This is an optimization exercise on Yosys and OpenROAD, whose aim is small area, a short achievable clock period and few clock cycles per item, not a production implementation. Function was checked by simulation only, so behaviour that the tests miss may differ from the original.

==> inputs of run G <==
==> flow/design.v (excerpt) <==
module magnetometer_heading_core #(
    parameter int CORDIC_STEPS = mhdg_pkg::CORDIC_STEPS_DEF,
    parameter int SAMPLE_WIDTH = mhdg_pkg::SAMPLE_WIDTH_DEF
) (
    input  logic                                i_clk,
    input  logic                                i_rst_n,
    input  logic                                i_s_tvalid,
    output logic                                o_s_tready,
    input  logic [mhdg_pkg::S_TDATA_W-1:0]      i_s_tdata,    
    input  logic                                i_s_tuser,    
    output logic                                o_m_tvalid,
    input  logic                                i_m_tready,
    output logic [mhdg_pkg::M_TDATA_W-1:0]      o_m_tdata,    
    input  logic                                i_cfg_we,
    input  logic [mhdg_pkg::CFG_IDX_W-1:0]      i_cfg_idx,
    input  logic [mhdg_pkg::CFG_DATA_W-1:0]     i_cfg_data
);
    logic [15:0] r_bias_x, r_bias_y;
    logic [23:0] r_gain_x, r_gain_y;
    logic        r_swap;
    logic        r_adv, r_rdy;
    logic        r0_v, r0_op;
    logic [15:0] r0_raw_x, r0_raw_y;
    logic [8:0]  w_deg;
    logic        w_op;
    logic        w_push;
    logic        r_cfg_we;
    logic [2:0]  r_cfg_idx;
    logic [23:0] r_cfg_data;
    always_ff @(posedge i_clk) begin
        r_cfg_idx  <= i_cfg_idx;
        r_cfg_data <= i_cfg_data;
    end
    always_ff @(posedge i_clk) begin
        if (!i_rst_n) begin
            r_cfg_we <= 1'b0;
            r_bias_x <= '0;
            r_bias_y <= '0;
            r_gain_x <= '0;
            r_gain_y <= '0;
            r_swap   <= 1'b0;
        end else begin
            r_cfg_we <= i_cfg_we;
            if (r_cfg_we) begin
                case (r_cfg_idx)
                    3'd0: r_bias_x <= r_cfg_data[15:0];
                    3'd1: r_bias_y <= r_cfg_data[15:0];
                    3'd2: r_gain_x <= r_cfg_data;
                    3'd3: r_gain_y <= r_cfg_data;
                    3'd4: r_swap   <= r_cfg_data[0];
                    default: ;
                endcase
            end
        end
    end
    assign o_s_tready = r_rdy;
    always_ff @(posedge i_clk) begin
        if (r_adv) begin
            r0_raw_x <= i_s_tdata[15:0];
            r0_raw_y <= i_s_tdata[31:16];
            r0_op    <= i_s_tuser;
  ...
clock: 13.0 ns
lec_check: 0
abc_area: 1
cap_margin: 20
core_margin: 2
core_utilization: 40
gpl_timing_driven: 0
slew_margin: 20
run.sh (not shown) runs the stock make flow with config.mk's settings and CLKGATE_MAP_FILE= SYNTH_SCRIPT=/design/flow/synth_recipe.tcl, a recipe that flattens the netlist after the stock synthesis.
==> inputs of run C, as changes to run G <==
--- a/flow/design.v
+++ b/flow/design.v
@@ -221,17 +221,15 @@
     logic [12:0] w16_y_14;
     logic [24:0] w16_x_14;
     logic [0:0] w17_d_14;
     logic [11:0] w17_y_15;
     logic [0:0] w18_d_15;
     logic [25:0] w19_za;
     logic [25:0] w19_zb;
-    logic [9:0] w20_zh;
-    logic [0:0] w20_zi;
-    logic [8:0] w21_deg;
+    logic [8:0] w20_deg;
     logic [0:0] r1_op;
     logic [0:0] r1_nx;
     logic [0:0] r1_ny;
     logic [8:0] r1_box;
     logic [8:0] r1_btx;
     logic [8:0] r1_bnx;
     logic [8:0] r1_boy;
@@ -461,19 +459,15 @@
     logic [0:0] r18_d_14;
     logic [11:0] r18_y_15;
     logic [0:0] r19_op;
     logic [0:0] r19_zero;
     logic [25:0] r19_za;
     logic [25:0] r19_zb;
     logic [0:0] r20_op;
-    logic [0:0] r20_zero;
-    logic [9:0] r20_zh;
-    logic [0:0] r20_zi;
-    logic [0:0] r21_op;
-    logic [8:0] r21_deg;
+    logic [8:0] r20_deg;
     logic r1_v;
     logic r2_v;
     logic r3_v;
     logic r4_v;
     logic r5_v;
     logic r6_v;
     logic r7_v;
@@ -486,15 +480,14 @@
     logic r14_v;
     logic r15_v;
     logic r16_v;
     logic r17_v;
     logic r18_v;
     logic r19_v;
     logic r20_v;
-    logic r21_v;
     wire [16:0] w0_dpx = {r0_raw_x[15], r0_raw_x} - {r_bias_x[15], r_bias_x};
     wire [16:0] w0_dnx = {r_bias_x[15], r_bias_x} - {r0_raw_x[15], r0_raw_x};
     assign w0_nx = w0_dpx[16];
     wire [15:0] w0_ax = w0_dpx[16] ? w0_dnx[15:0] : w0_dpx[15:0];
     assign w0_box[0] = w0_ax[0] ^ 1'b0;
     assign w0_btx[0] = (w0_ax[1] & !w0_ax[0] & !1'b0) | (!w0_ax[1] & w0_ax[0] & 1'b0);
     assign w0_bnx[0] = w0_ax[1];
@@ -1460,19 +1453,20 @@
     wire w19_zt100 = ((w19_zt46) & (w19_zt47)) | ((w19_zt46) & (w19_zlut3[23])) | ((w19_zt47) & (w19_zlut3[23]));
     wire w19_zt101 = (w19_zt48) ^ (w19_zt49) ^ (w19_zlut3[24]);
     wire w19_zt102 = ((w19_zt48) & (w19_zt49)) | ((w19_zt48) & (w19_zlut3[24])) | ((w19_zt49) & (w19_zlut3[24]));
     wire w19_zt103 = (w19_zt50) ^ (w19_zt51) ^ (w19_zlut3[25]);
     wire w19_zt104 = ((w19_zt50) & (w19_zt51)) | ((w19_zt50) & (w19_zlut3[25])) | ((w19_zt51) & (w19_zlut3[25]));
     assign w19_za = {w19_zt102, w19_zt100, w19_zt98, w19_zt96, w19_zt94, w19_zt92, w19_zt90, w19_zt88, w19_zt86, w19_zt84, w19_zt82, w19_zt80, w19_zt78, w19_zt76, w19_zt74, w19_zt72, w19_zt70, w19_zt68, w19_zt66, w19_zt64, w19_zt62, w19_zt60, w19_zt58, w19_zt56, w19_zt54, w19_zt53};
     assign w19_zb = {w19_zt103, w19_zt101, w19_zt99, w19_zt97, w19_zt95, w19_zt93, w19_zt91, w19_zt89, w19_zt87, w19_zt85, w19_zt83, w19_zt81, w19_zt79, w19_zt77, w19_zt75, w19_zt73, w19_zt71, w19_zt69, w19_zt67, w19_zt65, w19_zt63, w19_zt61, w19_zt59, w19_zt57, w19_zt55, w19_zlut3[0]};
-    wire [25:0] w20_z = r19_za + r19_zb;
-    assign w20_zh = w20_z[25:16];
-    assign w20_zi = w20_z[25] && (w20_z[15:0] != 16'd0);
-    wire signed [9:0] w21_dr = r20_zh + {9'd0, r20_zi};
-    assign w21_deg = r20_zero ? 9'sd0 : (w21_dr > 10'sd180) ? 9'sd180 : (w21_dr < -10'sd180) ? -9'sd180 : w21_dr[8:0];
+    wire [25:0] w20_z1 = r19_za + r19_zb;
+    wire [25:0] w20_zx = r19_za ^ r19_zb ^ 26'd65535;
+    wire [25:0] w20_zy = {((r19_za & r19_zb) | (r19_za & 26'd65535) | (r19_zb & 26'd65535)), 1'b0};
+    wire [25:0] w20_z2 = w20_zx + w20_zy;
+    wire signed [9:0] w20_dr = w20_z1[25] ? w20_z2[25:16] : w20_z1[25:16];
+    assign w20_deg = r19_zero ? 9'sd0 : (w20_dr > 10'sd180) ? 9'sd180 : (w20_dr < -10'sd180) ? -9'sd180 : w20_dr[8:0];
     always_ff @(posedge i_clk) begin
         if (r_adv) begin
             r1_op <= r0_op;
             r1_nx <= w0_nx;
             r1_ny <= w0_ny;
             r1_box <= w0_box;
             r1_btx <= w0_btx;
@@ -1704,19 +1698,15 @@
             r18_d_14 <= w17_d_14;
             r18_y_15 <= w17_y_15;
             r19_op <= r18_op;
             r19_zero <= r18_zero;
             r19_za <= w19_za;
             r19_zb <= w19_zb;
             r20_op <= r19_op;
-            r20_zero <= r19_zero;
-            r20_zh <= w20_zh;
-            r20_zi <= w20_zi;
-            r21_op <= r20_op;
-            r21_deg <= w21_deg;
+            r20_deg <= w20_deg;
         end
     end
     always_ff @(posedge i_clk) begin
         if (!i_rst_n) begin
             r1_v <= 1'b0;
             r2_v <= 1'b0;
             r3_v <= 1'b0;
@@ -1733,15 +1723,14 @@
             r14_v <= 1'b0;
             r15_v <= 1'b0;
             r16_v <= 1'b0;
             r17_v <= 1'b0;
             r18_v <= 1'b0;
             r19_v <= 1'b0;
             r20_v <= 1'b0;
-            r21_v <= 1'b0;
         end else if (r_adv) begin
             r1_v <= r0_v;
             r2_v <= r1_v;
             r3_v <= r2_v;
             r4_v <= r3_v;
             r5_v <= r4_v;
             r6_v <= r5_v;
@@ -1755,20 +1744,19 @@
             r14_v <= r13_v;
             r15_v <= r14_v;
             r16_v <= r15_v;
             r17_v <= r16_v;
             r18_v <= r17_v;
             r19_v <= r18_v;
             r20_v <= r19_v;
-            r21_v <= r20_v;
         end
     end
-    assign w_deg  = r21_deg;
-    assign w_op   = r21_op;
-    assign w_push = r_adv && r21_v;
+    assign w_deg  = r20_deg;
+    assign w_op   = r20_op;
+    assign w_push = r_adv && r20_v;
     logic [8:0] r_zero_offset;
     logic [8:0] w_offset;
     logic [8:0] w_rel;
     assign w_offset = w_op ? w_deg : r_zero_offset;
     mhdg_wrap u_wrap (
         .i_real     (w_deg),
         .i_offset   (r_zero_offset),
==> flow/flow/run.sh (new file) <==
#!/bin/bash
# The standard layout, except that the port buffers buffer_ports inserts are
# sky130_fd_sc_hd__buf_4 cells rather than the library's default choice.
set -euo pipefail
bash standard.sh 'BUFFER_PORTS_ARGS=-buffer_cell sky130_fd_sc_hd__buf_4' finish > standard_sh.log 2>&1
==> flow/standard.sh (new file) <==
#!/bin/bash
# synth_recipe.tcl (not shown) runs the flow's synth.tcl, then flattens the netlist and writes it again
# the make line also repeats each setting of config.mk as NAME=value (left out here)
make -C /OpenROAD-flow-scripts/flow DESIGN_CONFIG=/design/flow/config.mk WORK_HOME=/design/flow/orfs CLKGATE_MAP_FILE= SYNTH_SCRIPT=/design/flow/synth_recipe.tcl "${@:-finish}"
removed: flow/run.sh
==> inputs of run E, as changes to run G <==
--- a/flow/design.v
+++ b/flow/design.v
@@ -221,17 +221,15 @@
     logic [12:0] w16_y_14;
     logic [24:0] w16_x_14;
     logic [0:0] w17_d_14;
     logic [11:0] w17_y_15;
     logic [0:0] w18_d_15;
     logic [25:0] w19_za;
     logic [25:0] w19_zb;
-    logic [9:0] w20_zh;
-    logic [0:0] w20_zi;
-    logic [8:0] w21_deg;
+    logic [8:0] w20_deg;
     logic [0:0] r1_op;
     logic [0:0] r1_nx;
     logic [0:0] r1_ny;
     logic [8:0] r1_box;
     logic [8:0] r1_btx;
     logic [8:0] r1_bnx;
     logic [8:0] r1_boy;
@@ -461,19 +459,15 @@
     logic [0:0] r18_d_14;
     logic [11:0] r18_y_15;
     logic [0:0] r19_op;
     logic [0:0] r19_zero;
     logic [25:0] r19_za;
     logic [25:0] r19_zb;
     logic [0:0] r20_op;
-    logic [0:0] r20_zero;
-    logic [9:0] r20_zh;
-    logic [0:0] r20_zi;
-    logic [0:0] r21_op;
-    logic [8:0] r21_deg;
+    logic [8:0] r20_deg;
     logic r1_v;
     logic r2_v;
     logic r3_v;
     logic r4_v;
     logic r5_v;
     logic r6_v;
     logic r7_v;
@@ -486,15 +480,14 @@
     logic r14_v;
     logic r15_v;
     logic r16_v;
     logic r17_v;
     logic r18_v;
     logic r19_v;
     logic r20_v;
-    logic r21_v;
     wire [16:0] w0_dpx = {r0_raw_x[15], r0_raw_x} - {r_bias_x[15], r_bias_x};
     wire [16:0] w0_dnx = {r_bias_x[15], r_bias_x} - {r0_raw_x[15], r0_raw_x};
     assign w0_nx = w0_dpx[16];
     wire [15:0] w0_ax = w0_dpx[16] ? w0_dnx[15:0] : w0_dpx[15:0];
     assign w0_box[0] = w0_ax[0] ^ 1'b0;
     assign w0_btx[0] = (w0_ax[1] & !w0_ax[0] & !1'b0) | (!w0_ax[1] & w0_ax[0] & 1'b0);
     assign w0_bnx[0] = w0_ax[1];
@@ -1460,19 +1453,20 @@
     wire w19_zt100 = ((w19_zt46) & (w19_zt47)) | ((w19_zt46) & (w19_zlut3[23])) | ((w19_zt47) & (w19_zlut3[23]));
     wire w19_zt101 = (w19_zt48) ^ (w19_zt49) ^ (w19_zlut3[24]);
     wire w19_zt102 = ((w19_zt48) & (w19_zt49)) | ((w19_zt48) & (w19_zlut3[24])) | ((w19_zt49) & (w19_zlut3[24]));
     wire w19_zt103 = (w19_zt50) ^ (w19_zt51) ^ (w19_zlut3[25]);
     wire w19_zt104 = ((w19_zt50) & (w19_zt51)) | ((w19_zt50) & (w19_zlut3[25])) | ((w19_zt51) & (w19_zlut3[25]));
     assign w19_za = {w19_zt102, w19_zt100, w19_zt98, w19_zt96, w19_zt94, w19_zt92, w19_zt90, w19_zt88, w19_zt86, w19_zt84, w19_zt82, w19_zt80, w19_zt78, w19_zt76, w19_zt74, w19_zt72, w19_zt70, w19_zt68, w19_zt66, w19_zt64, w19_zt62, w19_zt60, w19_zt58, w19_zt56, w19_zt54, w19_zt53};
     assign w19_zb = {w19_zt103, w19_zt101, w19_zt99, w19_zt97, w19_zt95, w19_zt93, w19_zt91, w19_zt89, w19_zt87, w19_zt85, w19_zt83, w19_zt81, w19_zt79, w19_zt77, w19_zt75, w19_zt73, w19_zt71, w19_zt69, w19_zt67, w19_zt65, w19_zt63, w19_zt61, w19_zt59, w19_zt57, w19_zt55, w19_zlut3[0]};
-    wire [25:0] w20_z = r19_za + r19_zb;
-    assign w20_zh = w20_z[25:16];
-    assign w20_zi = w20_z[25] && (w20_z[15:0] != 16'd0);
-    wire signed [9:0] w21_dr = r20_zh + {9'd0, r20_zi};
-    assign w21_deg = r20_zero ? 9'sd0 : (w21_dr > 10'sd180) ? 9'sd180 : (w21_dr < -10'sd180) ? -9'sd180 : w21_dr[8:0];
+    wire [25:0] w20_z1 = r19_za + r19_zb;
+    wire [25:0] w20_zx = r19_za ^ r19_zb ^ 26'd65535;
+    wire [25:0] w20_zy = {((r19_za & r19_zb) | (r19_za & 26'd65535) | (r19_zb & 26'd65535)), 1'b0};
+    wire [25:0] w20_z2 = w20_zx + w20_zy;
+    wire signed [9:0] w20_dr = w20_z1[25] ? w20_z2[25:16] : w20_z1[25:16];
+    assign w20_deg = r19_zero ? 9'sd0 : (w20_dr > 10'sd180) ? 9'sd180 : (w20_dr < -10'sd180) ? -9'sd180 : w20_dr[8:0];
     always_ff @(posedge i_clk) begin
         if (r_adv) begin
             r1_op <= r0_op;
             r1_nx <= w0_nx;
             r1_ny <= w0_ny;
             r1_box <= w0_box;
             r1_btx <= w0_btx;
@@ -1704,19 +1698,15 @@
             r18_d_14 <= w17_d_14;
             r18_y_15 <= w17_y_15;
             r19_op <= r18_op;
             r19_zero <= r18_zero;
             r19_za <= w19_za;
             r19_zb <= w19_zb;
             r20_op <= r19_op;
-            r20_zero <= r19_zero;
-            r20_zh <= w20_zh;
-            r20_zi <= w20_zi;
-            r21_op <= r20_op;
-            r21_deg <= w21_deg;
+            r20_deg <= w20_deg;
         end
     end
     always_ff @(posedge i_clk) begin
         if (!i_rst_n) begin
             r1_v <= 1'b0;
             r2_v <= 1'b0;
             r3_v <= 1'b0;
@@ -1733,15 +1723,14 @@
             r14_v <= 1'b0;
             r15_v <= 1'b0;
             r16_v <= 1'b0;
             r17_v <= 1'b0;
             r18_v <= 1'b0;
             r19_v <= 1'b0;
             r20_v <= 1'b0;
-            r21_v <= 1'b0;
         end else if (r_adv) begin
             r1_v <= r0_v;
             r2_v <= r1_v;
             r3_v <= r2_v;
             r4_v <= r3_v;
             r5_v <= r4_v;
             r6_v <= r5_v;
@@ -1755,20 +1744,19 @@
             r14_v <= r13_v;
             r15_v <= r14_v;
             r16_v <= r15_v;
             r17_v <= r16_v;
             r18_v <= r17_v;
             r19_v <= r18_v;
             r20_v <= r19_v;
-            r21_v <= r20_v;
         end
     end
-    assign w_deg  = r21_deg;
-    assign w_op   = r21_op;
-    assign w_push = r_adv && r21_v;
+    assign w_deg  = r20_deg;
+    assign w_op   = r20_op;
+    assign w_push = r_adv && r20_v;
     logic [8:0] r_zero_offset;
     logic [8:0] w_offset;
     logic [8:0] w_rel;
     assign w_offset = w_op ? w_deg : r_zero_offset;
     mhdg_wrap u_wrap (
         .i_real     (w_deg),
         .i_offset   (r_zero_offset),
==> comparison table <==
	run E	run G	run C
Flip-flop and latch share of the layout cell area	35.86%	36.56%	35.93%
Number of inverters outside the clock class in the layout	1354	1253	1354
Flip-flop and latch count after synthesis	1328	1342	1328
Xor/xnor cell area share of the yosys netlist	12.69%	12.83%	12.69%
Category of the worst setup path capture point	output pin	output pin	register
Worst-skew pair later-pin latency	0.83 ns	0.85 ns	0.82 ns
Result of the run	complete, no violations	complete, no violations	complete, no violations
Die area	0.2455 mm2	0.2435 mm2	0.2455 mm2
Critical-path top delay cell	sky130_fd_sc_hd__clkdlybuf4s50_1	sky130_fd_sc_hd__clkdlybuf4s50_1	sky130_fd_sc_hd__clkinv_1
Routed length on met1	128600 um	119600 um	126900 um
Number of flops mapped to enable cells by yosys	1185	1198	1185
Worst Path Arrival	1.92 ns	1.88 ns	4.99 ns
Filler Cell Count	23.15k	22.80k	23.01k
Initial drt markers	5566	6161	5642
Total routed wirelength	281000 um	267800 um	276200 um
Unique masters post-synth	79	70	79
Worst Setup Path Type	register to output pin	register to output pin	register to register
Cell area after layout	0.1072 mm2	0.1063 mm2	0.1070 mm2
Portion of netlist area occupied by mux cells	0.05310%	0.03134%	0.05310%
HPWL after detailed placement	225900 um	212800 um	222000 um
Syn Area/Cell	9.311 um2	9.392 um2	9.311 um2
Clock network contribution to total cell area	4.822%	4.798%	4.817%
Testbench counts of run G, summed over its fixed seeds: cycles 4,176, items 3,072.
Testbench counts of run C, summed over its fixed seeds: cycles 4,128, items 3,072.
Testbench counts of run E, summed over its fixed seeds: cycles 4,128, items 3,072.

-- separate check: timing with driven ports --
In the flow no input, the clock included, has a driving cell. The finished layouts below were timed again as built, in two steps.
Step 1, drivers: a clkbuf_16 drives i_clk and a buf_2 each remaining input, both assumed.
Step 2 also shifts input and output timing later by t, the mid clock arrival at the registers, as if the neighbouring blocks saw the same clock.
a / b / c = ideal / step 1 / step 2; a / b = the first two.
run | shift t [ns] | setup WS [ns] | worst register clock-pin slew, ns | worst slew at a driven data input, ns
run G | 0.924 | 8.519 / 8.419 / 8.235 | 0.07 / 0.07 | 0.21
run C | 0.879 | 8.527 / 8.527 / 8.334 | 0.07 / 0.07 | 0.14
run E | 0.881 | 8.478 / 8.397 / 8.004 | 0.07 / 0.07 | 0.14
After both steps every run listed still meets setup and hold. The setup slack of run E, which loses most, moves by -0.081 ns with the drivers and by -0.474 ns with both steps.
